This is an optimization exercise on Yosys and OpenROAD, whose aim is a short achievable clock period and few clock cycles, not a production implementation. The RTL was checked by simulation tests, not by an equivalence proof against the original design. No activity file was given, so power comes from the tool's default toggle rates.

===== flow/flow/run.sh =====
#!/bin/bash
set -o pipefail
BASE="sky130_fd_sc_hd__probe_p_8 sky130_fd_sc_hd__probec_p_8 sky130_fd_sc_hd__lpflow_bleeder_1 sky130_fd_sc_hd__lpflow_clkbufkapwr_1 sky130_fd_sc_hd__lpflow_clkbufkapwr_16 sky130_fd_sc_hd__lpflow_clkbufkapwr_2 sky130_fd_sc_hd__lpflow_clkbufkapwr_4 sky130_fd_sc_hd__lpflow_clkbufkapwr_8 sky130_fd_sc_hd__lpflow_clkinvkapwr_1 sky130_fd_sc_hd__lpflow_clkinvkapwr_16 sky130_fd_sc_hd__lpflow_clkinvkapwr_2 sky130_fd_sc_hd__lpflow_clkinvkapwr_4 sky130_fd_sc_hd__lpflow_clkinvkapwr_8 sky130_fd_sc_hd__lpflow_decapkapwr_12 sky130_fd_sc_hd__lpflow_decapkapwr_3 sky130_fd_sc_hd__lpflow_decapkapwr_4 sky130_fd_sc_hd__lpflow_decapkapwr_6 sky130_fd_sc_hd__lpflow_decapkapwr_8 sky130_fd_sc_hd__lpflow_inputiso0n_1 sky130_fd_sc_hd__lpflow_inputiso0p_1 sky130_fd_sc_hd__lpflow_inputiso1n_1 sky130_fd_sc_hd__lpflow_inputiso1p_1 sky130_fd_sc_hd__lpflow_inputisolatch_1 sky130_fd_sc_hd__lpflow_isobufsrc_1 sky130_fd_sc_hd__lpflow_isobufsrc_16 sky130_fd_sc_hd__lpflow_isobufsrc_2 sky130_fd_sc_hd__lpflow_isobufsrc_4 sky130_fd_sc_hd__lpflow_isobufsrc_8 sky130_fd_sc_hd__lpflow_isobufsrckapwr_16 sky130_fd_sc_hd__lpflow_lsbuf_lh_hl_isowell_tap_1 sky130_fd_sc_hd__lpflow_lsbuf_lh_hl_isowell_tap_2 sky130_fd_sc_hd__lpflow_lsbuf_lh_hl_isowell_tap_4 sky130_fd_sc_hd__lpflow_lsbuf_lh_isowell_4 sky130_fd_sc_hd__lpflow_lsbuf_lh_isowell_tap_1 sky130_fd_sc_hd__lpflow_lsbuf_lh_isowell_tap_2 sky130_fd_sc_hd__lpflow_lsbuf_lh_isowell_tap_4"
SLOW="sky130_fd_sc_hd__nor4_* sky130_fd_sc_hd__nor4b_* sky130_fd_sc_hd__nor4bb_* sky130_fd_sc_hd__or4_* sky130_fd_sc_hd__or4b_* sky130_fd_sc_hd__or4bb_* sky130_fd_sc_hd__o41a_* sky130_fd_sc_hd__o41ai_* sky130_fd_sc_hd__a2111o_* sky130_fd_sc_hd__a2111oi_* sky130_fd_sc_hd__xor3_* sky130_fd_sc_hd__xnor3_* sky130_fd_sc_hd__o32a_* sky130_fd_sc_hd__o32ai_* sky130_fd_sc_hd__o311a_* sky130_fd_sc_hd__o311ai_* sky130_fd_sc_hd__o2111a_* sky130_fd_sc_hd__o2111ai_* sky130_fd_sc_hd__dlygate* sky130_fd_sc_hd__dlymetal* sky130_fd_sc_hd__clkdlybuf* sky130_fd_sc_hd__fa_* sky130_fd_sc_hd__ha_* sky130_fd_sc_hd__nor3_* sky130_fd_sc_hd__or3_* sky130_fd_sc_hd__a222oi_* sky130_fd_sc_hd__nor3b_* sky130_fd_sc_hd__or3b_* sky130_fd_sc_hd__a311o_* sky130_fd_sc_hd__a311oi_* sky130_fd_sc_hd__o221ai_* sky130_fd_sc_hd__o221a_* sky130_fd_sc_hd__maj3_*"
bash standard.sh SETUP_SLACK_MARGIN=6.3 "DONT_USE_CELLS=$BASE $SLOW" finish > standard.log 2>&1

===== flow/standard.sh =====
#!/bin/bash
# synth_recipe.tcl (not shown) runs the flow's synth.tcl, then flattens the netlist and writes it again
# the make line also repeats each setting of config.mk as NAME=value (left out here)
make -C /OpenROAD-flow-scripts/flow DESIGN_CONFIG=/design/flow/config.mk WORK_HOME=/design/flow/orfs CLKGATE_MAP_FILE= SYNTH_SCRIPT=/design/flow/synth_recipe.tcl "${@:-finish}"

===== flow/config.mk =====
export PLATFORM = sky130hd
export DESIGN_NAME = pipelineCore
export DESIGN_NICKNAME = pipelineCore
export VERILOG_FILES = /design/flow/design.v
export SDC_FILE = /design/flow/constraint.sdc
export NUM_CORES = 8
export LEC_CHECK = 0
export ABC_CLOCK_PERIOD_IN_PS = 2500
export CAP_MARGIN = 60
export CORE_MARGIN = 2
export CORE_UTILIZATION = 45
export SLEW_MARGIN = 60

===== flow/constraint.sdc =====
create_clock -name core_clock -period 10.0 [get_ports {clk}]
set_input_delay 2.0000 -clock core_clock [delete_from_list [all_inputs] [get_ports {clk}]]
set_output_delay 2.0000 -clock core_clock [all_outputs]
set_load 0.01 [all_outputs]

===== flow/design.v =====
`default_nettype none
package isaPkg;
    typedef enum logic [5:0] {
        opAlu  = 6'h00,   
        opAddi = 6'h08,
        opLw   = 6'h23,
        opSw   = 6'h2b,
        opBeqz = 6'h04,
        opBltz = 6'h01,
        opJ    = 6'h02    
    } opcodeT;
    typedef enum logic [3:0] {
        aluAdd = 4'h0,
        aluSub = 4'h1,
        aluAnd = 4'h2,
        aluOr  = 4'h3,
        aluXor = 4'h4,
        aluSlt = 4'h5     
    } aluFuncT;
    typedef struct packed {
        opcodeT      opcode;
        logic [4:0]  rd;
        logic [4:0]  rs;
        logic [4:0]  rt;
        logic [6:0]  spare;   
        aluFuncT     func;
    } rTypeT;
    typedef struct packed {
        opcodeT      opcode;
        logic [4:0]  rd;      
        logic [4:0]  rs;
        logic [15:0] imm;
    } iTypeT;
    typedef union packed {
        rTypeT r;
        iTypeT i;
    } instrWordT;
    localparam instrWordT instrNop = '0;   
endpackage
`default_nettype wire
`default_nettype none
package corePkg;
    localparam int dataWidth    = 32;
    localparam int regAddrWidth = 5;
    localparam int numRegs      = 32;
    localparam int dataMemDepth     = 64;
    localparam int dataMemAddrWidth = $clog2(dataMemDepth);
    localparam int btbEntries  = 32;
    localparam int btbIdxWidth = $clog2(btbEntries);
    localparam int btbTagWidth = 5;    
    typedef struct packed {
        logic sub;      
        logic selSum;   
        logic selSlt;   
        logic selAnd;
        logic selOr;
        logic selXor;
        logic selLoad;  
    } aluCtlT;
endpackage
`default_nettype wire
`timescale 1ns/1ns
`default_nettype none
module fetchStage (
    input  wire logic                           clk,
    input  wire logic                           rstN,
    input  wire logic                           redirectE,
    input  wire logic [corePkg::dataWidth-1:0]  targetE,
    input  wire logic                           redirectD,
    input  wire logic                           stall,
    input  wire logic [corePkg::dataWidth-1:0]  targetD,
    input  wire logic                           dirWrite,
    input  wire logic                           dirTaken,
    input  wire logic [11:2]                    dirPc,
    output logic      [corePkg::dataWidth-1:0]  fetchAddr,
    input  wire logic [31:0]                    fetchInstr,
    output logic                                dValid,
    output logic      [31:0]                    dInstr,
    output logic      [corePkg::dataWidth-1:0]  dPc,
    output logic                                dPredTaken,
    output logic      [corePkg::dataWidth-1:2]  dTarget
);
    localparam int W  = corePkg::dataWidth;
    localparam int N  = corePkg::btbEntries;
    localparam int IW = corePkg::btbIdxWidth;
    localparam int TW = corePkg::btbTagWidth;
    logic [W-1:0]   pc, pcInv, pcOut, pcNext;
    logic [11:2]    pcLook;
    logic [W-1:2]   pcPlus4, targetJ, targetB, target;
    logic [N-1:0]   dirValid, dirBit, match;
    logic [N-1:0][TW-1:0] dirTag;
    logic [IW-1:0]  wrIdx;
    logic           lookTaken, lookNotTaken;
    logic [5:0]     opcode;
    logic           isJ, isBr, predTaken;
    assign fetchAddr = pcOut;   
    assign pc        = ~pcInv;
    assign pcPlus4   = pc[W-1:2] + (W-2)'(1);
    always_comb begin
        for (int e = 0; e < N; e++) begin
            match[e] = dirValid[e] && pcLook[IW+1:2] == IW'(e)
                       && dirTag[e] == pcLook[IW+TW+1:IW+2];
        end
    end
    assign lookTaken    = |(match & dirBit);
    assign lookNotTaken = |(match & ~dirBit);
    assign opcode = fetchInstr[31:26];
    assign isJ    = opcode == isaPkg::opJ;
    assign isBr   = opcode == isaPkg::opBeqz || opcode == isaPkg::opBltz;
    logic [16:0] brLow;
    logic [13:0] jLow;
    logic [13:0] jMid0, jMid1;
    logic [W-1:18] pcHi, pcHiInc, pcHiDec;
    logic [W-1:28] pcTop, pcTopInc, pcTopDec;
    logic          jCarry;
    assign pcHi     = pc[W-1:18];
    assign pcHiInc  = pcHi + 1'b1;
    assign pcHiDec  = pcHi - 1'b1;
    assign pcTop    = pc[W-1:28];
    assign pcTopInc = pcTop + 1'b1;
    assign pcTopDec = pcTop - 1'b1;
    prefixAdder #(.W(17)) i_addB (
        .a   ({1'b0, pc[17:2]}),
        .b   ({1'b0, fetchInstr[15:0]}),
        .cin (1'b0),
        .sum (brLow)
    );
    always_comb begin
        case ({fetchInstr[15], brLow[16]})
            2'b01:   targetB[W-1:18] = pcHiInc;
            2'b10:   targetB[W-1:18] = pcHiDec;
            default: targetB[W-1:18] = pcHi;
        endcase
        targetB[17:2] = brLow[15:0];
    end
    prefixAdder #(.W(14)) i_addJLow (
        .a   ({1'b0, pc[14:2]}),
        .b   ({1'b0, fetchInstr[12:0]}),
        .cin (1'b0),
        .sum (jLow)
    );
    assign jCarry = jLow[13];
    prefixAdder #(.W(14)) i_addJMid0 (
        .a   ({1'b0, pc[27:15]}),
        .b   ({1'b0, fetchInstr[25:13]}),
        .cin (1'b0),
        .sum (jMid0)
    );
    prefixAdder #(.W(14)) i_addJMid1 (
        .a   ({1'b0, pc[27:15]}),
        .b   ({1'b0, fetchInstr[25:13]}),
        .cin (1'b1),
        .sum (jMid1)
    );
    always_comb begin
        logic [13:0] mid;
        mid = jCarry ? jMid1 : jMid0;
        case ({fetchInstr[25], mid[13]})
            2'b01:   targetJ[W-1:28] = pcTopInc;
            2'b10:   targetJ[W-1:28] = pcTopDec;
            default: targetJ[W-1:28] = pcTop;
        endcase
        targetJ[27:15] = mid[12:0];
        targetJ[14:2]  = jLow[12:0];
    end
    assign predTaken = isJ || (isBr && (lookTaken || (!lookNotTaken && fetchInstr[15])));
    assign target    = ({(W-2){isJ}} & targetJ) | ({(W-2){!isJ}} & targetB);
    always_comb begin
        if (redirectE || redirectD) pcNext = redirectE ? targetE : targetD;
        else if (stall)             pcNext = pc;
        else                        pcNext = {({(W-2){isJ}} & targetJ)
                               | ({(W-2){isBr && !isJ && predTaken}} & targetB)
                               | ({(W-2){!predTaken}} & pcPlus4), 2'b00};
    end
    always_ff @(posedge clk or negedge rstN) begin
        if (!rstN) begin
            pcOut  <= '0;
            pcInv  <= '1;
            dValid <= 1'b0;
        end else begin
            pcOut  <= pcNext;
            pcInv  <= ~pcNext;
            if (redirectE || redirectD) dValid <= 1'b0;   
            else if (!stall)            dValid <= 1'b1;
        end
    end
    always_ff @(posedge clk) begin
        pcLook <= pcNext[11:2];
    end
    always_ff @(posedge clk) begin
        if (!stall) dInstr <= fetchInstr;
        dPc        <= pc;
        dPredTaken <= predTaken;
        dTarget    <= target;
    end
    assign wrIdx = dirPc[IW+1:2];
    always_ff @(posedge clk or negedge rstN) begin
        if (!rstN) begin
            dirValid <= '0;
        end else if (dirWrite) begin
            dirValid[wrIdx] <= 1'b1;
        end
    end
    always_ff @(posedge clk) begin
        for (int e = 0; e < N; e++) begin
            if (dirWrite && wrIdx == IW'(e)) begin
                dirTag[e] <= dirPc[IW+TW+1:IW+2];
                dirBit[e] <= dirTaken;
            end
        end
    end
endmodule
`default_nettype wire
`timescale 1ns/1ns
`default_nettype none
module registerFile (
    input  wire logic                              clk,
    input  wire logic                              rstN,
    input  wire logic [corePkg::regAddrWidth-1:0]  readAddrA,
    input  wire logic [corePkg::regAddrWidth-1:0]  readAddrB,
    input  wire logic [corePkg::regAddrWidth-1:0]  readAddrC,
    output logic      [corePkg::dataWidth-1:0]     readDataA,
    output logic                                   readZeroA,    
    output logic      [corePkg::dataWidth-1:0]     readDataB,
    output logic      [corePkg::dataWidth-1:0]     readDataC,
    input  wire logic                              writeEnable,
    input  wire logic [corePkg::regAddrWidth-1:0]  writeAddr,
    input  wire logic [corePkg::dataWidth-1:0]     writeData,
    input  wire logic                              writeZero     
);
    logic [corePkg::numRegs-1:0][corePkg::dataWidth-1:0] regs;
    logic [corePkg::numRegs-1:0]   written, isZero;
    always_ff @(posedge clk or negedge rstN) begin
        if (!rstN) begin
            written <= '0;
        end else if (writeEnable && writeAddr != '0) begin
            written[writeAddr] <= 1'b1;
        end
    end
    always_ff @(posedge clk) begin
        for (int i = 1; i < corePkg::numRegs; i++) begin
            if (writeEnable && writeAddr == 5'(i)) begin
                regs[i]   <= writeData;
                isZero[i] <= writeZero;   
            end
        end
    end
    assign readDataA = written[readAddrA] ? regs[readAddrA] : '0;
    assign readZeroA = !written[readAddrA] || isZero[readAddrA];
    assign readDataB = written[readAddrB] ? regs[readAddrB] : '0;
    assign readDataC = written[readAddrC] ? regs[readAddrC] : '0;
endmodule
`default_nettype wire
`timescale 1ns/1ns
`default_nettype none
module hazardUnit (
    input  wire logic [corePkg::regAddrWidth-1:0]  srcA,
    input  wire logic [corePkg::regAddrWidth-1:0]  srcB,
    input  wire logic [corePkg::regAddrWidth-1:0]  srcC,
    input  wire logic [corePkg::regAddrWidth-1:0]  eDest,
    input  wire logic                              eRegWrite,    
    input  wire logic [corePkg::regAddrWidth-1:0]  wbDest,
    input  wire logic                              wbEnable,     
    output logic                                   fwdA,         
    output logic                                   fwdB,
    output logic                                   fwdC,
    output logic                                   bypA,         
    output logic                                   bypB,
    output logic                                   bypC
);
    assign fwdA = eRegWrite && eDest == srcA;
    assign fwdB = eRegWrite && eDest == srcB;
    assign fwdC = eRegWrite && eDest == srcC;
    assign bypA = wbEnable && wbDest == srcA;
    assign bypB = wbEnable && wbDest == srcB;
    assign bypC = wbEnable && wbDest == srcC;
endmodule
`default_nettype wire
`timescale 1ns/1ns
`default_nettype none
module decodeStage (
    input  wire logic                              clk,
    input  wire logic                              rstN,
    input  wire logic                              dValid,
    input  wire logic [31:0]                       dInstr,
    input  wire logic [corePkg::dataWidth-1:0]     dPc,
    input  wire logic                              dPredTaken,
    input  wire logic [corePkg::dataWidth-1:2]     dTarget,
    input  wire logic                              redirectE,
    input  wire logic                              wbEnable,
    input  wire logic [corePkg::regAddrWidth-1:0]  wbDest,
    input  wire logic [corePkg::dataWidth-1:0]     wbData,
    input  wire logic [corePkg::dataMemDepth-1:0]  nextMemSel,   
    input  wire logic                              wbZero,
    output logic                                   stall,
    output logic                                   redirectD,
    output logic      [corePkg::dataWidth-1:0]     targetD,
    output logic                                   eValid,
    output logic                                   eRegWrite,
    output logic                                   eMemWrite,
    output logic                                   eIsBeqz,
    output logic                                   eIsBltz,
    output logic                                   eIsJ,
    output logic                                   ePredTaken,
    output logic      [corePkg::regAddrWidth-1:0]  eDest,
    output corePkg::aluCtlT                        eAluCtl,
    output logic      [corePkg::dataWidth-1:0]     eOpA,
    output logic      [corePkg::dataWidth-1:0]     eOpB,
    output logic      [corePkg::dataWidth-1:0]     eOpC,
    output logic                                   eAZero,
    output logic      [corePkg::dataMemDepth-1:0]  eMemSel,
    output logic                                   eFwdA,
    output logic                                   eFwdBr,
    output logic                                   eFwdB,
    output logic                                   eFwdC,
    output logic      [corePkg::dataWidth-1:2]     eRecover,
    output logic      [11:2]                       ePc
);
    localparam int W = corePkg::dataWidth;
    logic [5:0]   opcode;
    logic [4:0]   rd, rs, rt;
    logic         isAlu, isAddi, isLw, isSw, isBeqz, isBltz, isJ;
    logic         useB, regWrite;
    logic [W-1:0] immExt;
    logic [W-1:2] pcPlus4;
    logic [corePkg::dataMemDepth-1:0] memSel;
    logic [W-1:0] regA, regB, regC, valA, valB, valC;
    logic         regZeroA;
    logic         fwdA, fwdB, fwdC, bypA, bypB, bypC;
    corePkg::aluCtlT aluCtl;
    assign opcode = dInstr[31:26];
    assign rd     = dInstr[25:21];
    assign rs     = dInstr[20:16];
    assign rt     = dInstr[15:11];
    assign isAlu  = opcode == isaPkg::opAlu;
    assign isAddi = opcode == isaPkg::opAddi;
    assign isLw   = opcode == isaPkg::opLw;
    assign isSw   = opcode == isaPkg::opSw;
    assign isBeqz = opcode == isaPkg::opBeqz;
    assign isBltz = opcode == isaPkg::opBltz;
    assign isJ    = opcode == isaPkg::opJ;
    assign useB     = isAlu;
    assign regWrite = (isAlu || isAddi || isLw) && rd != '0;
    always_comb begin
        aluCtl        = '0;
        aluCtl.selSum = 1'b1;   
        if (isLw) begin
            aluCtl.selSum  = 1'b0;
            aluCtl.selLoad = 1'b1;
        end else if (isAlu) begin
            case (dInstr[3:0])
                4'h1: aluCtl.sub = 1'b1;
                4'h2: begin aluCtl.selSum = 1'b0; aluCtl.selAnd = 1'b1; end
                4'h3: begin aluCtl.selSum = 1'b0; aluCtl.selOr  = 1'b1; end
                4'h4: begin aluCtl.selSum = 1'b0; aluCtl.selXor = 1'b1; end
                4'h5: begin aluCtl.selSum = 1'b0; aluCtl.selSlt = 1'b1; aluCtl.sub = 1'b1; end
                default: ;
            endcase
        end
    end
    registerFile i_registerFile (
        .clk         (clk),
        .rstN        (rstN),
        .readAddrA   (rs),
        .readAddrB   (rt),
        .readAddrC   (rd),
        .readDataA   (regA),
        .readZeroA   (regZeroA),
        .readDataB   (regB),
        .readDataC   (regC),
        .writeEnable (wbEnable),
        .writeAddr   (wbDest),
        .writeData   (wbData),
        .writeZero   (wbZero)
    );
    hazardUnit i_hazardUnit (
        .srcA      (rs),
        .srcB      (rt),
        .srcC      (rd),
        .eDest     (eDest),
        .eRegWrite (eRegWrite),
        .wbDest    (wbDest),
        .wbEnable  (wbEnable),
        .fwdA      (fwdA),
        .fwdB      (fwdB),
        .fwdC      (fwdC),
        .bypA      (bypA),
        .bypB      (bypB),
        .bypC      (bypC)
    );
    assign valA = bypA ? wbData : regA;
    assign valB = bypB ? wbData : regB;
    assign valC = bypC ? wbData : regC;
    assign redirectD = 1'b0;
    assign targetD   = '0;
    assign immExt  = {{(W-16){dInstr[15]}}, dInstr[15:0]};
    assign stall = dValid && (isLw || isSw) && fwdA
                   && (eAluCtl.selLoad || eAluCtl.selSlt) && !redirectE;
    sumDecode i_memDecode (
        .base   (valA[7:0]),
        .offset (dInstr[7:0]),
        .sel    (memSel)
    );
    assign pcPlus4 = dPc[W-1:2] + (W-2)'(1);
    always_ff @(posedge clk or negedge rstN) begin
        if (!rstN) begin
            eValid     <= 1'b0;
            eRegWrite  <= 1'b0;
            eMemWrite  <= 1'b0;
            eIsBeqz    <= 1'b0;
            eIsBltz    <= 1'b0;
            eIsJ       <= 1'b0;
            ePredTaken <= 1'b0;
            eDest      <= '0;
        end else if (!dValid || redirectE || stall) begin
            eValid     <= 1'b0;   
            eRegWrite  <= 1'b0;
            eMemWrite  <= 1'b0;
            eIsBeqz    <= 1'b0;
            eIsBltz    <= 1'b0;
            eIsJ       <= 1'b0;
            ePredTaken <= 1'b0;
            eDest      <= '0;
        end else begin
            eValid     <= 1'b1;
            eRegWrite  <= regWrite;
            eMemWrite  <= isSw;
            eIsBeqz    <= isBeqz;
            eIsBltz    <= isBltz;
            eIsJ       <= isJ;
            ePredTaken <= dPredTaken;
            eDest      <= rd;
        end
    end
    always_ff @(posedge clk) begin
        eAluCtl  <= aluCtl;
        eOpA     <= valA;
        eOpB     <= useB ? valB : immExt;
        eOpC     <= valC;
        eAZero   <= bypA ? wbZero : regA == '0;
        eMemSel  <= fwdA ? nextMemSel : memSel;
        eFwdA    <= fwdA;
        eFwdBr   <= fwdA && (isBeqz || isBltz);   
        eFwdB    <= useB && fwdB;
        eFwdC    <= fwdC;
        eRecover <= dPredTaken ? pcPlus4 : dTarget;   
        ePc      <= dPc[11:2];
    end
endmodule
`default_nettype wire
`timescale 1ns/1ns
`default_nettype none
module prefixAdder #(
    parameter int W = 32
) (
    input  wire logic [W-1:0] a,
    input  wire logic [W-1:0] b,
    input  wire logic         cin,
    output logic      [W-1:0] sum
);
    localparam int L = $clog2(W);
    logic [W-1:0] p, g;
    logic [W-1:0] gl [L+1];
    logic [W-1:0] pl [L+1];
    logic [W:0]   carry;
    assign p = a ^ b;
    assign g = a & b;
    always_comb begin
        gl[0]    = g;
        pl[0]    = p;
        gl[0][0] = g[0] | (p[0] & cin);
        for (int l = 1; l <= L; l++) begin
            for (int i = 0; i < W; i++) begin
                if (i >= (1 << (l - 1))) begin
                    gl[l][i] = gl[l-1][i] | (pl[l-1][i] & gl[l-1][i - (1 << (l - 1))]);
                    pl[l][i] = pl[l-1][i] & pl[l-1][i - (1 << (l - 1))];
                end else begin
                    gl[l][i] = gl[l-1][i];
                    pl[l][i] = pl[l-1][i];
                end
            end
        end
    end
    assign carry = {gl[L], cin};
    assign sum   = p ^ carry[W-1:0];
endmodule
module executeStage (
    input  wire logic                              clk,
    input  wire logic                              rstN,
    input  wire logic                              eValid,
    input  wire logic                              eRegWrite,
    input  wire logic                              eMemWrite,
    input  wire logic                              eIsBeqz,
    input  wire logic                              eIsBltz,
    input  wire logic                              eIsJ,
    input  wire logic                              ePredTaken,
    input  wire logic [corePkg::regAddrWidth-1:0]  eDest,
    input  wire corePkg::aluCtlT                   eAluCtl,
    input  wire logic [corePkg::dataWidth-1:0]     eOpA,
    input  wire logic [corePkg::dataWidth-1:0]     eOpB,
    input  wire logic [corePkg::dataWidth-1:0]     eOpC,
    input  wire logic                              eAZero,
    input  wire logic [corePkg::dataMemDepth-1:0]  eMemSel,
    input  wire logic [7:0]                        nextOffset,   
    output logic      [corePkg::dataMemDepth-1:0]  nextMemSel,   
    input  wire logic                              eFwdA,
    input  wire logic                              eFwdBr,       
    input  wire logic                              eFwdB,
    input  wire logic                              eFwdC,
    input  wire logic [corePkg::dataWidth-1:2]     eRecover,
    input  wire logic [11:2]                       ePc,
    output logic                                   redirectE,
    output logic      [corePkg::dataWidth-1:0]     targetE,
    output logic                                   dirWrite,
    output logic                                   dirTaken,
    output logic      [11:2]                       dirPc,
    output logic                                   wbEnable,
    output logic      [corePkg::regAddrWidth-1:0]  wbDest,
    output logic      [corePkg::dataWidth-1:0]     wbData,
    output logic      [corePkg::regAddrWidth-1:0]  wbDestOut,     
    output logic      [corePkg::dataWidth-1:0]     wbDataOut,
    output logic                                   wbZero        
);
    localparam int W = corePkg::dataWidth;
    logic [W-1:0] a, b, c, bAdd, sum, loadData, result;
    logic         slt, aZero, aNeg;
    logic [7:0]   logicLow;
    logic [corePkg::dataMemDepth-1:0] nextSelAdd, nextSelLogic;
    assign a = eFwdA ? wbData : eOpA;
    assign b = eFwdB ? wbData : eOpB;
    assign c = eFwdC ? wbData : eOpC;
    assign bAdd = eAluCtl.sub ? ~b : b;
    prefixAdder #(.W(W)) i_adder (
        .a   (a),
        .b   (bAdd),
        .cin (eAluCtl.sub),
        .sum (sum)
    );
    assign slt = (a[W-1] != b[W-1]) ? a[W-1] : sum[W-1];
    sumDecode3 i_nextAdd (
        .a   (a[7:0]),
        .b   (bAdd[7:0]),
        .m   (nextOffset),
        .cin (eAluCtl.sub),
        .sel (nextSelAdd)
    );
    assign logicLow = eAluCtl.selAnd ? (a[7:0] & b[7:0]) :
                      eAluCtl.selOr  ? (a[7:0] | b[7:0]) : (a[7:0] ^ b[7:0]);
    sumDecode i_nextLogic (
        .base   (logicLow),
        .offset (nextOffset),
        .sel    (nextSelLogic)
    );
    assign nextMemSel = eAluCtl.selSum ? nextSelAdd : nextSelLogic;
    memoryStage i_memoryStage (
        .clk         (clk),
        .rstN        (rstN),
        .sel         (eMemSel),
        .writeEnable (eValid && eMemWrite),
        .writeData   (c),
        .readData    (loadData)
    );
    assign result = ({W{eAluCtl.selSum}}  & sum)
                  | ({W{eAluCtl.selAnd}}  & (a & b))
                  | ({W{eAluCtl.selOr}}   & (a | b))
                  | ({W{eAluCtl.selXor}}  & (a ^ b))
                  | ({W{eAluCtl.selLoad}} & loadData)
                  | {{(W-1){1'b0}}, eAluCtl.selSlt && slt};
    assign wbZero = wbData == '0;
    assign aZero     = eFwdBr ? wbZero : eAZero;
    assign aNeg      = eFwdBr ? wbData[W-1] : eOpA[W-1];
    assign redirectE = eValid && ((eIsBeqz && aZero != ePredTaken)
                               || (eIsBltz && aNeg != ePredTaken)
                               || (eIsJ && !ePredTaken));
    assign targetE   = {eRecover, 2'b00};
    assign dirWrite  = eValid && (eIsBeqz || eIsBltz);
    assign dirTaken  = eIsBeqz ? aZero : aNeg;
    assign dirPc     = ePc;
    always_ff @(posedge clk or negedge rstN) begin
        if (!rstN) begin
            wbEnable  <= 1'b0;
            wbDestOut <= '0;
            wbDataOut <= '0;
        end else begin
            wbEnable  <= eRegWrite;
            wbDestOut <= eDest;
            wbDataOut <= result;
        end
    end
    always_ff @(posedge clk) begin
        wbDest <= eDest;
        wbData <= result;
    end
endmodule
`default_nettype wire
`timescale 1ns/1ns
`default_nettype none
module sumDecode (
    input  wire logic [7:0]                        base,
    input  wire logic [7:0]                        offset,
    output logic      [corePkg::dataMemDepth-1:0]  sel
);
    logic [5:0] x, cLow, cHigh;
    logic       c2;
    assign c2 = (base[1] & offset[1]) | ((base[1] ^ offset[1]) & base[0] & offset[0]);
    always_comb begin
        for (int j = 0; j < 6; j++) begin
            x[j] = base[j+2] ^ offset[j+2];
            if (j == 0) begin
                cLow[j]  = c2;
                cHigh[j] = c2;
            end else begin
                cLow[j]  = base[j+1] | offset[j+1];   
                cHigh[j] = base[j+1] & offset[j+1];   
            end
        end
        for (int k = 0; k < corePkg::dataMemDepth; k++) begin
            sel[k] = 1'b1;
            for (int j = 0; j < 6; j++) begin
                if (j > 0 && k[j-1])
                    sel[k] = sel[k] & ((x[j] ^ k[j]) == cHigh[j]);
                else
                    sel[k] = sel[k] & ((x[j] ^ k[j]) == cLow[j]);
            end
        end
    end
endmodule
module sumDecode3 (
    input  wire logic [7:0]                        a,
    input  wire logic [7:0]                        b,
    input  wire logic [7:0]                        m,
    input  wire logic                              cin,
    output logic      [corePkg::dataMemDepth-1:0]  sel
);
    logic [7:0] s, c;
    assign s = a ^ b ^ m;
    assign c = {(a[6:0] & b[6:0]) | (a[6:0] & m[6:0]) | (b[6:0] & m[6:0]), cin};
    sumDecode i_decode (
        .base   (s),
        .offset (c),
        .sel    (sel)
    );
endmodule
module memoryStage (
    input  wire logic                              clk,
    input  wire logic                              rstN,
    input  wire logic [corePkg::dataMemDepth-1:0]  sel,
    input  wire logic                              writeEnable,
    input  wire logic [corePkg::dataWidth-1:0]     writeData,
    output logic      [corePkg::dataWidth-1:0]     readData
);
    localparam int D = corePkg::dataMemDepth;
    logic [corePkg::dataWidth-1:0] dataMem [D];
    logic [D-1:0]                  written;
    always_ff @(posedge clk or negedge rstN) begin
        if (!rstN) begin
            written <= '0;
        end else begin
            for (int k = 0; k < D; k++) begin
                if (writeEnable && sel[k]) written[k] <= 1'b1;
            end
        end
    end
    always_ff @(posedge clk) begin
        for (int k = 0; k < D; k++) begin
            if (writeEnable && sel[k]) dataMem[k] <= writeData;
        end
    end
    always_comb begin
        readData = '0;
        for (int k = 0; k < D; k++) begin
            readData = readData | ({corePkg::dataWidth{sel[k] && written[k]}} & dataMem[k]);
        end
    end
endmodule
`default_nettype wire
`timescale 1ns/1ns
`default_nettype none
module pipelineCore (
    input  wire logic                              clk,
    input  wire logic                              rstN,
    output logic      [corePkg::dataWidth-1:0]     fetchAddr,
    input  wire isaPkg::instrWordT                 fetchInstr,
    output logic                                   wbEnable,
    output logic      [corePkg::regAddrWidth-1:0]  wbDest,
    output logic      [corePkg::dataWidth-1:0]     wbData
);
    logic [corePkg::regAddrWidth-1:0]  wbDestInt;
    logic [corePkg::dataWidth-1:0]     wbDataInt;
    localparam int W = corePkg::dataWidth;
    logic                              dValid, dPredTaken;
    logic [31:0]                       dInstr;
    logic [W-1:0]                      dPc;
    logic [W-1:2]                      dTarget;
    logic                              redirectE, redirectD;
    logic [W-1:0]                      targetE, targetD;
    logic                              dirWrite, dirTaken;
    logic [11:2]                       dirPc;
    logic                              eValid, eRegWrite, eMemWrite;
    logic                              eIsBeqz, eIsBltz, eIsJ;
    logic                              ePredTaken;
    logic [corePkg::regAddrWidth-1:0]  eDest;
    corePkg::aluCtlT                   eAluCtl;
    logic [W-1:0]                      eOpA, eOpB, eOpC;
    logic                              eAZero, wbZero;
    logic [corePkg::dataMemDepth-1:0]  eMemSel, nextMemSel;
    logic                              eFwdA, eFwdBr, eFwdB, eFwdC;
    logic                              stall;
    logic [W-1:2]                      eRecover;
    logic [11:2]                       ePc;
    fetchStage i_fetchStage (
        .clk, .rstN, .redirectE, .targetE, .redirectD, .targetD, .stall, .dirWrite, .dirTaken, .dirPc,
        .fetchAddr, .fetchInstr,
        .dValid, .dInstr, .dPc, .dPredTaken, .dTarget
    );
    decodeStage i_decodeStage (
        .clk, .rstN, .dValid, .dInstr, .dPc, .dPredTaken, .dTarget,
        .redirectE, .wbEnable, .wbDest (wbDestInt), .wbData (wbDataInt), .wbZero,
        .stall, .redirectD, .targetD, .nextMemSel,
        .eValid, .eRegWrite, .eMemWrite, .eIsBeqz, .eIsBltz, .eIsJ,
        .ePredTaken, .eDest, .eAluCtl,
        .eOpA, .eOpB, .eOpC, .eAZero, .eMemSel, .eFwdA, .eFwdBr, .eFwdB, .eFwdC,
        .eRecover, .ePc
    );
    executeStage i_executeStage (
        .clk, .rstN, .eValid, .eRegWrite, .eMemWrite,
        .eIsBeqz, .eIsBltz, .eIsJ, .ePredTaken,
        .eDest, .eAluCtl, .eOpA, .eOpB, .eOpC, .eAZero, .eMemSel,
        .eFwdA, .eFwdBr, .eFwdB, .eFwdC, .eRecover, .ePc,
        .nextOffset (dInstr[7:0]), .nextMemSel,
        .redirectE, .targetE, .dirWrite, .dirTaken, .dirPc,
        .wbEnable, .wbDest (wbDestInt), .wbData (wbDataInt), .wbZero,
        .wbDestOut (wbDest), .wbDataOut (wbData)
    );
endmodule
`default_nettype wire

==> run_results.csv, run 1 <==
group,metric,value,unit
timing,tightest_slew,0.667,ns
global_route,grt-ovfl-total,0,
timing,period_minus_slack,4.12,ns
critical_path,critPathLaunch,"fetchInstr[0]",
global_route,grt_pass1_vias,107000,
floorplanning,dieArea,0.375,mm²
final_layout,drive_gt1_share,28.0,%
timing,setup-tns-final,0,ns
pwr,total_power,38400,µW
timing,slew_violations,0,
timing,finalHoldViolCount,0,
final_layout,most-common-layout-cells,"3264 x edfxtp_1, 1119 x a22oi_1, 894 x mux4_2, 415 x nor2_1, 404 x clkbuf_16",
clock_network,numCtsBuffers,390,
floorplanning,die_h,612,µm
yosys,postSynth.asyncResetShare,6.35,%
clock_network,clock-sinks,3827,
clock_network,tritoncts,"done",
pwr,power_density,196,mW/mm²
floorplanning,initial_utilization,45.2,%
critical_path,r2r-start,"i_fetchStage.pcLook[8]",
floorplanning,top_level_ports,104,
global_route,met1_usage,43.4,%
pwr,cellLeakagePower,0.0632,µW
clock_network,cts.clk_slew.worst_paths,0.06,ns
critical_path,crit_slowest_cell,"mux2_4",
global_route,grt.met2_usage,52.0,%
global_route,antenna_found_initial,39,
hold_path,holdCritPathClass,"flop to flop",
critical_path,reg2reg_slack,6.25,ns
critical_path,cp_max_fo,3,
critical_path,critPathCaptureType,"flop",
detailed_routing,wl_per_cell,40.1,µm
floorplanning,rows,223,
yosys,synth.distinct_cells,85,
yosys,synth_area,0.167,mm²
critical_path,path_depth,27,
timing,min_period_over_period,41.2,%
timing,max_freq,243,MHz
detailed_routing,drc,0,
yosys,synth_seq_area_share,66.4,%
placement,dp_hpwl,391000,µm
yosys,ys_seq_elements,3827,
global_route,grt_use_total,33.7,%
yosys,synth.area.top_cells,"edfxtp_1 59%, mux4_2 12%, a22oi_1 5.1%",
timing,setup_viol,0,
status,run_status,"timing/DRC/antenna clean",
critical_path,cp_top_family,"buffers and inverters",
yosys,synth-edff-count,3264,
final_layout,final_nets,10900,
yosys,syn_area_per_cell,16.2,µm²
floorplanning,core,0.369,mm²
clock_network,root_buffer,"clkbuf_16",
detailed_routing,via_per_inst,6.91,
global_route,grt_max_degree,66,
yosys,yosysWarnings,48,
final_layout,fin_cells,16200,
floorplanning,die_x,612,µm
timing,rsz0062_at_grt,"true",
critical_path,crit_arrival,4.96,ns
placement,io_buffers,103,
clock_network,clockBufferDepth,4,
yosys,synthCells,10300,
placement,placedCellCount,15100,
final_layout,syn_to_final_growth,17.4,%
timing,fin_hold_ws,0.372,ns
yosys,synth-main-ff-cell,"edfxtp_1",
global_route,grt-busiest-layer,"met2",
critical_path,crit_end,"i_fetchStage.pcOut[4]",
detailed_routing,drtIter0Drc,18100,
critical_path,cp-start-kind,"input port",
global_route,grt_pass1_wl,875000,µm
yosys,synth_top_area_cell,"edfxtp_1",
clock_network,clock_latency,1.04,ns
flow_run,drv_cap,0,
critical_path,required,10.84,ns
critical_path,crit_top_cell,"buf_1",
critical_path,rr_endpoint,"i_fetchStage.pcOut[26]",
critical_path,timing_worst_setup_path_type,"input port to flop",
timing,slew_headroom,55.6,%
final_layout,fill_cells,29100,
detailed_routing,ant_nets,0,
pwr,max-vdd-ir-drop,0.000179,V
critical_path,critPathMaxStageDelay,0.27,ns
critical_path,worstRegToRegCells,15,
final_layout,final_common_cell,"edfxtp_1",
global_route,gr-usage-met3,8.88,%
detailed_routing,via_count,112000,
yosys,synth_top_area_share,58.9,%
detailed_routing,wl,647000,µm
clock_network,htreeDepth,5,
timing,skew,0.109,ns
placement,gp_congestion,0.901,
critical_path,cp_num_buf_inv,20,
detailed_routing,first_pass_iters,9,
==> routing by layer <==
layer  routed length (µm)  part of all wire (%)  up-vias
li1                     -                     -    43000
met3                86500                    13     2180
met5                  287                 0.044        -
met2               292000                    45     8977
met4                46000                   7.1       42
met1               222000                    34    57400
==> layout make-up <==
cell class | instances | area (µm²) | area share, %
repair buffers | 882 | 9030 | 4.62
clock inverters | 218 | 2510 | 1.28
inverters | 86 | 338 | 0.173
multi-input cells | 5668 | 56200 | 28.8
clock buffers | 504 | 10500 | 5.36
well taps | 4950 | 6190 | 3.17
diodes | 18 | 45.0 | 0.0230
flip-flops and latches | 3827 | 111000 | 56.6
==> registers in the layout (all words and copies together) (netlist names), 64 cells and up <==
name / cells
i_decodeStage.i_registerFile.regs: 992
i_executeStage.i_memoryStage.written: 64
i_executeStage.i_memoryStage.dataMem: 2048
i_fetchStage.dirTag: 160
i_decodeStage.eMemSel: 64
==> kinds of logic after synthesis <==
kind of cell / synth area share, %
XOR/XNOR: 2.34
multiplexers: 14.4
AO/OA/AOI/OAI: 8.47
AND/OR/NAND/NOR: 6.38
flip-flops: 66.4
buffers and inverters: 2.02
==> cells in the mapped netlist (all sizes together), types with 11 or more instances <==
cell	count
clkbuf	540
a211oi	16
buf	181
dfxtp	320
and3	162
xnor2	361
o31ai	45
a21o	20
dfstp	32
nor2b	61
dfrtp	211
nor2	528
or2	145
o211ai	41
and2	110
edfxtp	3264
a22o	105
inv	78
nand2b	60
nand2	335
nand3	87
a21oi	143
a32oi	25
mux2i	178
nand4	357
nand4b	12
a21boi	11
a31oi	31
and4	90
mux4	894
xor2	82
mux2	185
nand3b	19
o21ai	235
a22oi	1123
nand4bb	11
o22ai	88
==> repair_timing <==
item	4_1_cts	5_1_grt
endpoints found under the hold margin	0	0
gates cloned	22	8
hold buffers	0	0
resized for setup	307	283
buffers inserted	105	113
pin swaps	47	101
endpoints found under the setup margin	241	153
==> power breakdown <==
part           leakage, µW  total [µW]  switching, µW  internal [µW]
Clock              0.00633       15000           6430           8560
Combinational       0.0226        4560           2660           1900
Sequential          0.0343       18900            745          18100
==> stage by stage <==
step | cell area (µm²) | setup WS, ns | utilization, %
final | 195000 | 5.88 | 53.0
after global routing | 195000 | 5.80 | 53.0
after CTS | 193000 | 6.11 | 52.3
after detailed placement | 177000 | 4.63 | 48.1
after global placement | 173000 | 4.33 | 46.9
after floorplan | 167000 | 5.36 | -
==> worst reg2reg max path, cell delays in order (launching register included) <==
cell and delay [ns]:
dfxtp_4 0.53, buf_6 0.27, xnor2_1 0.17, and4_1 0.22, nand3b_1 0.14, and4_1 0.24, and4b_1 0.22, and3_1 0.24
o211ai_4 0.28, buf_1 0.23, buf_4 0.24, a21oi_1 0.09, a21o_1 0.19, a21oi_2 0.13, a32oi_2 0.14, mux2_4 0.28
==> worst min path at each step <==
stage / startpoint / end / slack (ns) / cells past startpoint
2_1_floorplan: i_fetchStage.dPc[8] / i_decodeStage.ePc[8] / 0.36 / 0
3_3_place_gp: i_fetchStage.dPc[8] / i_decodeStage.ePc[8] / 0.36 / 0
3_5_place_dp: i_fetchStage.dPc[8] / i_decodeStage.ePc[8] / 0.36 / 0
4_1_cts: i_fetchStage.dPc[8] / i_decodeStage.ePc[8] / 0.37 / 0
5_1_grt: i_fetchStage.dPc[8] / i_decodeStage.ePc[8] / 0.39 / 0
6_report: i_fetchStage.dPc[8] / i_decodeStage.ePc[8] / 0.37 / 0
Testbench counts, summed over its fixed seeds: cycles 61,886.
==> run 2: changes to the inputs <==
--- a/flow/design.v
+++ b/flow/design.v
@@ -166,11 +166,17 @@
     assign predTaken = isJ || (isBr && (lookTaken || (!lookNotTaken && fetchInstr[15])));
     assign target    = ({(W-2){isJ}} & targetJ) | ({(W-2){!isJ}} & targetB);
+    logic          early, useJ, useB;
+    logic [W-1:0]  pcOther;
+    assign early   = redirectE || redirectD || stall;
+    assign useJ    = !early && isJ;
+    assign useB    = !early && isBr && predTaken;
     always_comb begin
-        if (redirectE || redirectD) pcNext = redirectE ? targetE : targetD;
-        else if (stall)             pcNext = pc;
-        else                        pcNext = {({(W-2){isJ}} & targetJ)
-                               | ({(W-2){isBr && !isJ && predTaken}} & targetB)
-                               | ({(W-2){!predTaken}} & pcPlus4), 2'b00};
+        if (redirectE)      pcOther = targetE;
+        else if (redirectD) pcOther = targetD;
+        else if (stall)     pcOther = pc;
+        else                pcOther = {pcPlus4, 2'b00};
     end
+    assign pcNext = {({(W-2){useJ}} & targetJ) | ({(W-2){useB}} & targetB)
+                     | ({(W-2){!useJ && !useB}} & pcOther[W-1:2]), 2'b00};
     always_ff @(posedge clk or negedge rstN) begin
         if (!rstN) begin
==> flow/flow/run.sh (replaced) <==
#!/bin/bash
# Layout flow: the standard ORFS flow (standard.sh: the same scripts and
# synthesis script), with these changes to how the layout is made:
#  - slow cells (high transistor stacks, adder cells, delay cells) are added
#    to the platform's don't-use list, so mapping and repair use faster
#    gates; flip-flop choices are unaffected;
#  - after synthesis, buf_1 is also kept out, so timing repair does not
#    build long chains of the weakest buffer.
# Each step's full output goes to its own log here (synth.log, layout.log);
# ORFS's per-step logs stay in orfs/logs.
set -o pipefail
BASE="sky130_fd_sc_hd__probe_p_8 sky130_fd_sc_hd__probec_p_8 sky130_fd_sc_hd__lpflow_bleeder_1 sky130_fd_sc_hd__lpflow_clkbufkapwr_1 sky130_fd_sc_hd__lpflow_clkbufkapwr_16 sky130_fd_sc_hd__lpflow_clkbufkapwr_2 sky130_fd_sc_hd__lpflow_clkbufkapwr_4 sky130_fd_sc_hd__lpflow_clkbufkapwr_8 sky130_fd_sc_hd__lpflow_clkinvkapwr_1 sky130_fd_sc_hd__lpflow_clkinvkapwr_16 sky130_fd_sc_hd__lpflow_clkinvkapwr_2 sky130_fd_sc_hd__lpflow_clkinvkapwr_4 sky130_fd_sc_hd__lpflow_clkinvkapwr_8 sky130_fd_sc_hd__lpflow_decapkapwr_12 sky130_fd_sc_hd__lpflow_decapkapwr_3 sky130_fd_sc_hd__lpflow_decapkapwr_4 sky130_fd_sc_hd__lpflow_decapkapwr_6 sky130_fd_sc_hd__lpflow_decapkapwr_8 sky130_fd_sc_hd__lpflow_inputiso0n_1 sky130_fd_sc_hd__lpflow_inputiso0p_1 sky130_fd_sc_hd__lpflow_inputiso1n_1 sky130_fd_sc_hd__lpflow_inputiso1p_1 sky130_fd_sc_hd__lpflow_inputisolatch_1 sky130_fd_sc_hd__lpflow_isobufsrc_1 sky130_fd_sc_hd__lpflow_isobufsrc_16 sky130_fd_sc_hd__lpflow_isobufsrc_2 sky130_fd_sc_hd__lpflow_isobufsrc_4 sky130_fd_sc_hd__lpflow_isobufsrc_8 sky130_fd_sc_hd__lpflow_isobufsrckapwr_16 sky130_fd_sc_hd__lpflow_lsbuf_lh_hl_isowell_tap_1 sky130_fd_sc_hd__lpflow_lsbuf_lh_hl_isowell_tap_2 sky130_fd_sc_hd__lpflow_lsbuf_lh_hl_isowell_tap_4 sky130_fd_sc_hd__lpflow_lsbuf_lh_isowell_4 sky130_fd_sc_hd__lpflow_lsbuf_lh_isowell_tap_1 sky130_fd_sc_hd__lpflow_lsbuf_lh_isowell_tap_2 sky130_fd_sc_hd__lpflow_lsbuf_lh_isowell_tap_4"
SLOW="sky130_fd_sc_hd__nor4_* sky130_fd_sc_hd__nor4b_* sky130_fd_sc_hd__nor4bb_* sky130_fd_sc_hd__or4_* sky130_fd_sc_hd__or4b_* sky130_fd_sc_hd__or4bb_* sky130_fd_sc_hd__o41a_* sky130_fd_sc_hd__o41ai_* sky130_fd_sc_hd__a2111o_* sky130_fd_sc_hd__a2111oi_* sky130_fd_sc_hd__xor3_* sky130_fd_sc_hd__xnor3_* sky130_fd_sc_hd__o32a_* sky130_fd_sc_hd__o32ai_* sky130_fd_sc_hd__o311a_* sky130_fd_sc_hd__o311ai_* sky130_fd_sc_hd__o2111a_* sky130_fd_sc_hd__o2111ai_* sky130_fd_sc_hd__dlygate* sky130_fd_sc_hd__dlymetal* sky130_fd_sc_hd__clkdlybuf* sky130_fd_sc_hd__fa_* sky130_fd_sc_hd__ha_* sky130_fd_sc_hd__nor3_* sky130_fd_sc_hd__or3_* sky130_fd_sc_hd__a222oi_* sky130_fd_sc_hd__nor3b_* sky130_fd_sc_hd__or3b_* sky130_fd_sc_hd__a311o_* sky130_fd_sc_hd__a311oi_* sky130_fd_sc_hd__o221ai_* sky130_fd_sc_hd__o221a_* sky130_fd_sc_hd__maj3_* sky130_fd_sc_hd__a21o_* sky130_fd_sc_hd__a211o_* sky130_fd_sc_hd__a221o_* sky130_fd_sc_hd__a22o_* sky130_fd_sc_hd__a2bb2o_* sky130_fd_sc_hd__a31o_* sky130_fd_sc_hd__a32o_* sky130_fd_sc_hd__a41o_* sky130_fd_sc_hd__o21a_* sky130_fd_sc_hd__o211a_* sky130_fd_sc_hd__o21ba_* sky130_fd_sc_hd__o22a_* sky130_fd_sc_hd__o2bb2a_* sky130_fd_sc_hd__o31a_* sky130_fd_sc_hd__and4_* sky130_fd_sc_hd__and4b_* sky130_fd_sc_hd__and4bb_* sky130_fd_sc_hd__a41oi_*"
bash standard.sh SETUP_SLACK_MARGIN=6.3  "DONT_USE_CELLS=$BASE $SLOW" synth > synth.log 2>&1 || exit 1
bash standard.sh SETUP_SLACK_MARGIN=6.3  "DONT_USE_CELLS=$BASE $SLOW sky130_fd_sc_hd__buf_1" finish > layout.log 2>&1
==> run 2 against run 1 <==
  * Sequential power barely moved
  * Fmax grew 5.2%
  * Global-route usage shrank 0.21 points
  * Final area increased by 0.26%
  * Critical path type unchanged
==> run_results.csv, run 2 <==
group,metric,value,unit
floorplanning,core,0.369,mm²
final_layout,drive_gt1_share,28.2,%
flow_run,drv_cap,0,
status,run_status,"timing/DRC/antenna clean",
timing,setup_viol,0,
global_route,grt-ovfl-total,0,
clock_network,clockBufferDepth,4,
floorplanning,initial_utilization,45.1,%
floorplanning,die_x,612,µm
timing,finalHoldViolCount,0,
critical_path,cp-start-kind,"input port",
final_layout,syn_to_final_growth,17.8,%
final_layout,reg_top3,"i_executeStage.i_memoryStage.dataMem (2048), i_decodeStage.i_registerFile.regs (992), i_fetchStage.dirTag (160)",
yosys,postSynth.asyncResetShare,6.25,%
critical_path,critPathCaptureType,"flop",
global_route,grt_pass1_wl,872000,µm
critical_path,crit_arrival,4.74,ns
global_route,grt-busiest-layer,"met2",
critical_path,timing_worst_setup_path_type,"input port to flop",
yosys,synth_area,0.166,mm²
yosys,synth_top_area_cell,"edfxtp_1",
critical_path,worstRegToRegCells,18,
hold_path,holdPathEnd,"i_decodeStage.ePc[10]",
critical_path,cp_max_fo,11,
yosys,synthCells,10600,
final_layout,largest_reg_flops,2048,
hold_path,holdPathStages,0,
placement,io_buffers,101,
global_route,met1_usage,43.2,%
critical_path,r2r-start,"i_fetchStage.dInstr[16]",
yosys,synth-edff-count,3264,
floorplanning,dieArea,0.375,mm²
timing,setup-tns-final,0,ns
hold_path,holdCritPathClass,"flop to flop",
detailed_routing,wl_per_cell,39.0,µm
clock_network,root_buffer,"clkbuf_16",
floorplanning,rows,223,
clock_network,clock_latency,1.05,ns
global_route,grt_max_degree,66,
final_layout,fin_cells,16500,
detailed_routing,first_pass_iters,7,
global_route,gr-usage-met3,8.28,%
clock_network,tritoncts,"done",
yosys,synth-main-ff-cell,"edfxtp_1",
final_layout,largest_register,"i_executeStage.i_memoryStage.dataMem",
detailed_routing,via_count,112000,
placement,gp_congestion,0.908,
detailed_routing,drtIter0Drc,17900,
hold_path,holdCritStartpoint,"i_fetchStage.dPc[10]",
clock_network,clock-sinks,3823,
clock_network,cts_hold_buf,0,
detailed_routing,drc,0,
clock_network,htreeDepth,5,
yosys,yosysWarnings,48,
timing,min_period_over_period,39.2,%
yosys,yosysMostFrequentCell,"edfxtp_1",
clock_network,numCtsBuffers,392,
final_layout,most-common-layout-cells,"3264 x edfxtp_1, 1105 x a22oi_1, 893 x mux4_2, 546 x nor2_1, 545 x nand2_1",
critical_path,reg2reg_slack,6.11,ns
timing,max_freq,255,MHz
yosys,synth.distinct_cells,67,
critical_path,cp_top_family,"compound AO/OA/AOI/OAI gates",
yosys,synth_top_area_share,58.9,%
placement,dp_hpwl,394000,µm
pwr,max-vdd-ir-drop,0.000159,V
timing,period_minus_slack,3.92,ns
final_layout,final_common_cell,"edfxtp_1",
critical_path,cp_cell_sequence,"buf_8 -> xnor2_4 -> and2_4 -> and2_4 -> a211oi_4 -> buf_2 -> and3_4 -> a211oi_4 -> buf_6 -> o211ai_1 -> nand3_2 -> a31oi_4 -> buf_2 -> nand3_4 -> o31ai_4 -> mux2i_1 -> xnor2_1",
global_route,antenna_found_initial,34,
critical_path,cp_num_buf_inv,4,
pwr,cellLeakagePower,0.0650,µW
timing,slew_headroom,46.8,%
floorplanning,top_level_ports,104,
critical_path,rr_endpoint,"i_decodeStage.eMemSel[34]",
timing,skew,0.142,ns
yosys,ys_seq_elements,3823,
yosys,synth.area.top_cells,"edfxtp_1 59%, mux4_2 12%, a22oi_1 5.0%",
global_route,grt_use_total,33.5,%
placement,placedCellCount,15500,
clock_network,cts.clk_slew.worst_paths,0.06,ns
global_route,grt_pass1_vias,107000,
timing,tightest_slew,0.798,ns
critical_path,critPathMaxStageDelay,0.34,ns
final_layout,final_nets,11200,
yosys,syn_area_per_cell,15.7,µm²
detailed_routing,via_per_inst,6.77,
critical_path,required,10.82,ns
timing,rsz0062_at_grt,"true",
timing,slew_violations,0,
global_route,grt.met2_usage,52.3,%
detailed_routing,ant_nets,0,
pwr,power_density,191,mW/mm²
yosys,synth.top_cells.by_count,"3264 x edfxtp_1, 1115 x a22oi_1, 892 x mux4_2",
critical_path,crit_slowest_cell,"a31oi_4",
floorplanning,die_h,612,µm
yosys,synth_seq_area_share,66.4,%
detailed_routing,wl,643000,µm
-- run 2: changes by cell type after synthesis, sizes merged, moves of 30 or more --
cell	delta
nand2	+236
inv	+135
nor2	+113
a22o	-105
a21oi	+95
and4	-90
or2	-62
and2	+49
xnor2	-40
xor2	+40
nor2b	+30
-- run 2: power breakdown --
part           leakage [µW]  total [µW]  internal [µW]  switching (µW)
Sequential           0.0343       18600          18000             576
Clock               0.00607       14400           7960            6470
Combinational        0.0246        4310           1780            2540
-- run 2: worst max path at each step --
stage	start	endpoint	slack (ns)	cells past startpoint
after global placement	i_fetchStage.dInstr[17]	i_decodeStage.eMemSel[48]	4.00	12
after CTS	fetchInstr[9]	i_fetchStage.dTarget[25]	6.19	17
final	fetchInstr[15]	i_fetchStage.dTarget[31]	6.08	17
after floorplan	fetchInstr[15]	i_fetchStage.pcInv[29]	5.63	14
after global routing	fetchInstr[11]	i_fetchStage.pcInv[29]	5.96	17
after detailed placement	i_fetchStage.dInstr[16]	i_decodeStage.eMemSel[29]	4.74	14
-- run 2: cell type report --
| class | instances | area [µm²] |
|---|---|---|
| sequential | 3823 | 111000 |
| tap | 4950 | 6190 |
| clock buffer | 505 | 10600 |
| clock inverter | 221 | 1790 |
| inverter | 220 | 847 |
| timing repair buffer | 901 | 10600 |
| multi-input combinational | 5856 | 55400 |
| antenna | 16 | 40.0 |
| fill | 29200 | 173000 |
-- run 2: timing repair --
action                     4_1_cts  5_1_grt
cloned                          19       11
setup buffers                  160       51
setup endpoints to repair      266      161
pin swaps                       74       88
gates resized for setup        330      199
-- run 2: layer usage --
layer  up-vias  share of wire, %
met3      2049                13
met5         -             0.035
li1      43400                 -
met2      8718                46
met1     57500                35
met4        30               6.6
-- run 2: cell families (layout without fill, tap and decap cells) --
group           Yosys count  count (layout)  synth area share [%]
mux                    1267            1267                  14.5
xor+xnor                443             443                  2.36
other cells               1              18               0.00225
compound gates         1886            1886                  7.80
buf+inv                 937            1847                  2.25
flops                  3823            3823                  66.4
simple gates           2258            2258                  6.69
-- run 2: stage by stage --
| stage | hold WS [ns] | cell area, µm² | setup slack, ns | power [µW] | utilization, % |
|---|---|---|---|---|---|
| after floorplan | 0.331 | 167000 | 5.63 | 21200 | - |
| after global placement | 0.351 | 173000 | 4.00 | 22600 | 47.0 |
| after detailed placement | 0.355 | 178000 | 4.74 | 22700 | 48.3 |
| after CTS | 0.373 | 194000 | 6.19 | 37200 | 52.6 |
| after global routing | 0.380 | 196000 | 5.96 | 38300 | 53.2 |
| final | 0.374 | 196000 | 6.08 | 37300 | 53.2 |
Testbench counts of run 2, summed over its fixed seeds: cycles 61,886.
==> run 3: changes to the inputs <==
--- a/flow/design.v
+++ b/flow/design.v
@@ -77,4 +77,5 @@
     output logic                                dValid,
     output logic      [31:0]                    dInstr,
+    output logic      [corePkg::numRegs-1:0]    dRsSel,
     output logic      [corePkg::dataWidth-1:0]  dPc,
     output logic                                dPredTaken,
@@ -195,5 +196,8 @@
     end
     always_ff @(posedge clk) begin
-        if (!stall) dInstr <= fetchInstr;
+        if (!stall) begin
+            dInstr <= fetchInstr;
+            for (int i = 0; i < corePkg::numRegs; i++) dRsSel[i] <= fetchInstr[20:16] == 5'(i);
+        end
         dPc        <= pc;
         dPredTaken <= predTaken;
@@ -223,5 +227,5 @@
     input  wire logic                              clk,
     input  wire logic                              rstN,
-    input  wire logic [corePkg::regAddrWidth-1:0]  readAddrA,
+    input  wire logic [corePkg::numRegs-1:0]       readSelA,     
     input  wire logic [corePkg::regAddrWidth-1:0]  readAddrB,
     input  wire logic [corePkg::regAddrWidth-1:0]  readAddrC,
@@ -252,6 +256,12 @@
         end
     end
-    assign readDataA = written[readAddrA] ? regs[readAddrA] : '0;
-    assign readZeroA = !written[readAddrA] || isZero[readAddrA];
+    always_comb begin
+        readDataA = '0;
+        readZeroA = 1'b0;
+        for (int i = 0; i < corePkg::numRegs; i++) begin
+            readDataA = readDataA | ({corePkg::dataWidth{readSelA[i] && written[i]}} & regs[i]);
+            readZeroA = readZeroA | (readSelA[i] && (!written[i] || isZero[i]));
+        end
+    end
     assign readDataB = written[readAddrB] ? regs[readAddrB] : '0;
     assign readDataC = written[readAddrC] ? regs[readAddrC] : '0;
@@ -290,4 +300,5 @@
     input  wire logic                              dValid,
     input  wire logic [31:0]                       dInstr,
+    input  wire logic [corePkg::numRegs-1:0]       dRsSel,       
     input  wire logic [corePkg::dataWidth-1:0]     dPc,
     input  wire logic                              dPredTaken,
@@ -332,5 +343,5 @@
     logic [corePkg::dataMemDepth-1:0] memSel;
     logic [W-1:0] regA, regB, regC, valA, valB, valC;
-    logic         regZeroA;
+    logic         regZeroA, zeroA, takenD, resolveD;
     logic         fwdA, fwdB, fwdC, bypA, bypB, bypC;
     corePkg::aluCtlT aluCtl;
@@ -368,5 +379,5 @@
         .clk         (clk),
         .rstN        (rstN),
-        .readAddrA   (rs),
+        .readSelA    (dRsSel),
         .readAddrB   (rt),
         .readAddrC   (rd),
@@ -398,6 +409,9 @@
     assign valB = bypB ? wbData : regB;
     assign valC = bypC ? wbData : regC;
-    assign redirectD = 1'b0;
-    assign targetD   = '0;
+    assign zeroA     = bypA ? wbZero : regZeroA;
+    assign takenD    = isBeqz ? zeroA : valA[W-1];
+    assign resolveD  = (isBeqz || isBltz) && !fwdA;
+    assign redirectD = dValid && resolveD && takenD != dPredTaken && !redirectE;
+    assign targetD   = {dPredTaken ? pcPlus4 : dTarget, 2'b00};
     assign immExt  = {{(W-16){dInstr[15]}}, dInstr[15:0]};
     assign stall = dValid && (isLw || isSw) && fwdA
@@ -435,5 +449,5 @@
             eIsBltz    <= isBltz;
             eIsJ       <= isJ;
-            ePredTaken <= dPredTaken;
+            ePredTaken <= resolveD ? takenD : dPredTaken;
             eDest      <= rd;
         end
@@ -697,4 +711,5 @@
     logic                              dValid, dPredTaken;
     logic [31:0]                       dInstr;
+    logic [corePkg::numRegs-1:0]       dRsSel;
     logic [W-1:0]                      dPc;
     logic [W-1:2]                      dTarget;
@@ -718,8 +733,8 @@
         .clk, .rstN, .redirectE, .targetE, .redirectD, .targetD, .stall, .dirWrite, .dirTaken, .dirPc,
         .fetchAddr, .fetchInstr,
-        .dValid, .dInstr, .dPc, .dPredTaken, .dTarget
+        .dValid, .dInstr, .dRsSel, .dPc, .dPredTaken, .dTarget
     );
     decodeStage i_decodeStage (
-        .clk, .rstN, .dValid, .dInstr, .dPc, .dPredTaken, .dTarget,
+        .clk, .rstN, .dValid, .dInstr, .dRsSel, .dPc, .dPredTaken, .dTarget,
         .redirectE, .wbEnable, .wbDest (wbDestInt), .wbData (wbDataInt), .wbZero,
         .stall, .redirectD, .targetD, .nextMemSel,
==> run 3 against run 2 <==
  * Routed wire length increased by 13%
  * First-iteration DRC count rose by 22%
  * Clock skew is 0.028 ns lower
  * Flip-flop and latch count up 63
  * Largest cell class unchanged
  * Final area increased by 0.44%
  * Final cell count is 3.4% higher
  * Synthesized cell count up 5.1%
  * Worst setup slack got worse by 0.16 ns
==> run_results.csv, run 3 <==
group,metric,value,unit
timing,tightest_slew,0.767,ns
timing,setup_viol,0,
critical_path,cp_cell_sequence,"buf_12 -> buf_16 -> bufbuf_16 -> nor2_4 -> buf_2 -> a21oi_1 -> o211ai_1 -> mux2i_2 -> inv_1 -> o31ai_4 -> o31ai_4 -> nand4b_1 -> and3_1 -> o211ai_2 -> buf_2 -> xnor2_2 -> o21ai_2",
pwr,max-vdd-ir-drop,0.000178,V
floorplanning,core,0.368,mm²
hold_path,holdCritPathClass,"flop to flop",
final_layout,syn_to_final_growth,18.4,%
critical_path,reg2reg_slack,5.92,ns
clock_network,numCtsBuffers,402,
detailed_routing,wl,726000,µm
global_route,grt-ovfl-total,0,
floorplanning,die_h,612,µm
pwr,total_power,38700,µW
timing,setup_slack,5.92,ns
floorplanning,die_x,612,µm
global_route,grt_pass1_vias,114000,
critical_path,cp-start-kind,"flop",
pwr,p_sw_share,25.7,%
detailed_routing,drc,0,
yosys,synthCells,11200,
detailed_routing,drtIter0Drc,21900,
critical_path,crit_slowest_cell,"o31ai_4",
detailed_routing,ant_nets,0,
global_route,gr-usage-met3,12.0,%
yosys,synth_seq_area_share,67.6,%
placement,pre_cts_ws,4.66,ns
global_route,grt-busiest-layer,"met2",
timing,max_freq,245,MHz
placement,dp_hpwl,451000,µm
timing,rsz0062_at_grt,"true",
placement,gp_congestion,0.962,
pwr,p_seq_share,49.0,%
clock_network,root_buffer,"clkbuf_16",
pwr,p_int,28800,µW
yosys,synth_top_area_share,60.1,%
pwr,cellLeakagePower,0.0654,µW
yosys,synth-main-ff-cell,"edfxtp_1",
final_layout,fill_cells,29500,
global_route,antenna_found_initial,67,
floorplanning,rows,223,
final_layout,register_area,0.112,mm²
clock_network,htreeDepth,5,
pwr,clkPwrFrac,39.3,%
clock_network,cts_hold_buf,0,
timing,fin_hold_ws,0.365,ns
final_layout,drive_gt1_share,26.1,%
floorplanning,initial_utilization,45.1,%
floorplanning,top_level_ports,104,
status,run_status,"timing/DRC/antenna clean",
yosys,synth_area,0.166,mm²
timing,setup-tns-final,0,ns
final_layout,largest_reg_flops,2048,
clock_network,clockBufferDepth,4,
clock_network,clock-sinks,3886,
detailed_routing,via_per_inst,7.11,
global_route,met1_usage,48.4,%
yosys,postSynth.asyncResetShare,6.15,%
final_layout,final_common_cell,"edfxtp_1",
global_route,grt_use_total,37.7,%
final_layout,most-common-layout-cells,"3327 x edfxtp_1, 1564 x a22oi_1, 677 x nor2_1, 604 x nand2_1, 596 x mux4_2",
yosys,synth-edff-count,3327,
floorplanning,dieArea,0.374,mm²
yosys,syn_area_per_cell,14.9,µm²
critical_path,crit_arrival,4.89,ns
yosys,synth.distinct_cells,73,
flow_run,drv_cap,0,
clock_network,tritoncts,"done",
yosys,synth.top_cells.by_count,"3327 x edfxtp_1, 1571 x a22oi_1, 800 x nor2_1",
pwr,p_switching,9960,µW
critical_path,required,10.81,ns
yosys,synth.area.top_cells,"edfxtp_1 60%, mux4_2 8.1%, a22oi_1 7.1%",
detailed_routing,wl_per_cell,42.6,µm
final_layout,final_nets,11900,
pwr,comb_power_share,11.7,%
timing,period_minus_slack,4.08,ns
final_layout,multi_input_area,0.0536,mm²
critical_path,timing_worst_setup_path_type,"flop to flop",
timing,slew_violations,0,
critical_path,critPathMaxStageDelay,0.44,ns
timing,min_period_over_period,40.8,%
final_layout,largest_register,"i_executeStage.i_memoryStage.dataMem",
final_layout,reg_top3,"i_executeStage.i_memoryStage.dataMem (2048), i_decodeStage.i_registerFile.regs (992), i_fetchStage.dirTag (160)",
detailed_routing,first_pass_iters,8,
pwr,power_density,197,mW/mm²
global_route,grt.met2_usage,55.0,%
yosys,yosysMostFrequentCell,"edfxtp_1",
global_route,grt_pass1_wl,968000,µm
clock_network,cts.clk_slew.worst_paths,0.07,ns
critical_path,cp_max_fo,7,
timing,slew_headroom,48.7,%
timing,skew,0.115,ns
global_route,grt_max_degree,67,
detailed_routing,via_count,121000,
timing,finalHoldViolCount,0,
yosys,ys_seq_elements,3886,
clock_network,clock_latency,1.05,ns
placement,io_buffers,101,
yosys,synth_top_area_cell,"edfxtp_1",
critical_path,critPathCaptureType,"flop",
yosys,yosysWarnings,49,
==> run 3: critical path, delay by kind of cell (launching register included) <==
family	cells	cell delay, ns
compound gates	6	1.40
flops	1	0.36
simple gates	3	0.62
buf+inv	6	1.03
mux	1	0.41
xor+xnor	1	0.09
==> run 3: area by class of cell <==
| class | instances | area share [%] |
|---|---|---|
| well taps | 4837 | 3.07 |
| multi-input cells | 6315 | 27.3 |
| diodes | 42 | 0.0534 |
| repair buffers | 1010 | 5.37 |
| flip-flops and latches | 3886 | 57.1 |
| clock buffers | 541 | 5.60 |
| clock inverters | 203 | 1.09 |
| inverters | 223 | 0.428 |
==> run 3: power groups by stage <==
| stage | combinational, µW | clock, µW | sequential (µW) |
|---|---|---|---|
| 2_1_floorplan | 2360 | 0 | 19000 |
| 3_3_place_gp | 3480 | 0 | 19300 |
| 3_5_place_dp | 3620 | 0 | 19300 |
| 4_1_cts | 3960 | 15200 | 19000 |
| 5_1_grt | 4790 | 15800 | 19000 |
| 6_report | 4530 | 15200 | 19000 |
==> run 3: worst paths after layout <==
kind,start,depth (start not counted),to
worst max register to register,i_decodeStage.eFwdA,17,i_executeStage.wbDataOut[21]
worst max-delay path,i_decodeStage.eFwdA,17,i_executeStage.wbDataOut[21]
max in group asynchronous,rstN,5,i_decodeStage.i_registerFile.written[13]
worst min register to register,i_fetchStage.dPc[8],0,i_decodeStage.ePc[8]
worst min-delay path,i_fetchStage.dPc[8],0,i_decodeStage.ePc[8]
min in group asynchronous,rstN,1,i_executeStage.i_memoryStage.written[57]
==> run 3: kinds of logic after synthesis <==
| group | after synthesis | share of synthesized area, % |
|---|---|---|
| multiplexers | 912 | 10.2 |
| buffers and inverters | 960 | 2.27 |
| AO/OA/AOI/OAI | 2382 | 10.0 |
| XOR/XNOR | 448 | 2.36 |
| AND/OR/NAND/NOR | 2571 | 7.54 |
| flip-flops | 3886 | 67.6 |
| other | 1 | 0.00226 |
==> run 3: metrics by stage <==
stage,std cells,area (µm²),utilization (%)
finish,17100,197000,53.4
global route,17000,197000,53.4
CTS,16900,194000,52.6
detailed placement,16000,178000,48.3
global placement,15800,173000,47.0
floorplan,11200,166000,-
==> run 3: repair_timing <==
action,4_1_cts,5_1_grt
buffers inserted,147,124
cloned,15,15
pin swaps,101,122
endpoints found under the setup margin,321,186
resized for setup,388,314
==> run 3: layer usage <==
layer | routed length (µm) | share of wire (%) | up-vias
met5 | 385 | 0.053 | -
met4 | 62800 | 8.7 | 56
met3 | 110000 | 15 | 2999
met2 | 308000 | 42 | 11600
met1 | 244000 | 34 | 60900
li1 | - | - | 45600
Testbench counts of run 3, summed over its fixed seeds: cycles 61,491.

-- port drivers added, routing unchanged --
How much do the figures lean on ideal ports? The routed layouts below were timed once more, with nothing changed but the port constraints. Step 1, drivers: a clkbuf_16 drives clk and a buf_2 each remaining input, both assumed. Step 2, shift: input delay + t, output delay - t, t = (earliest + latest rising clock arrival at the registers) / 2. This alone moves slack from input paths to output paths. Slacks: ideal ports / drivers / drivers and shift; pairs: ideal ports / drivers.
run | t (ns) | setup slack, ns | worst slew at a driven data input, ns | pins driven straight from the clock port
run 1 | 1.087 | 5.880 / 5.932 / 4.845 | 0.07 | 1
run 2 | 1.091 | 6.084 / 6.109 / 5.065 | 0.15 | 1
run 3 | 1.092 | 5.919 / 5.919 / 4.992 | 0.15 | 1
After both steps every run listed still meets setup and hold. The setup slack of run 1, which loses most, moves by +0.052 ns with the drivers and by -1.035 ns with both steps.
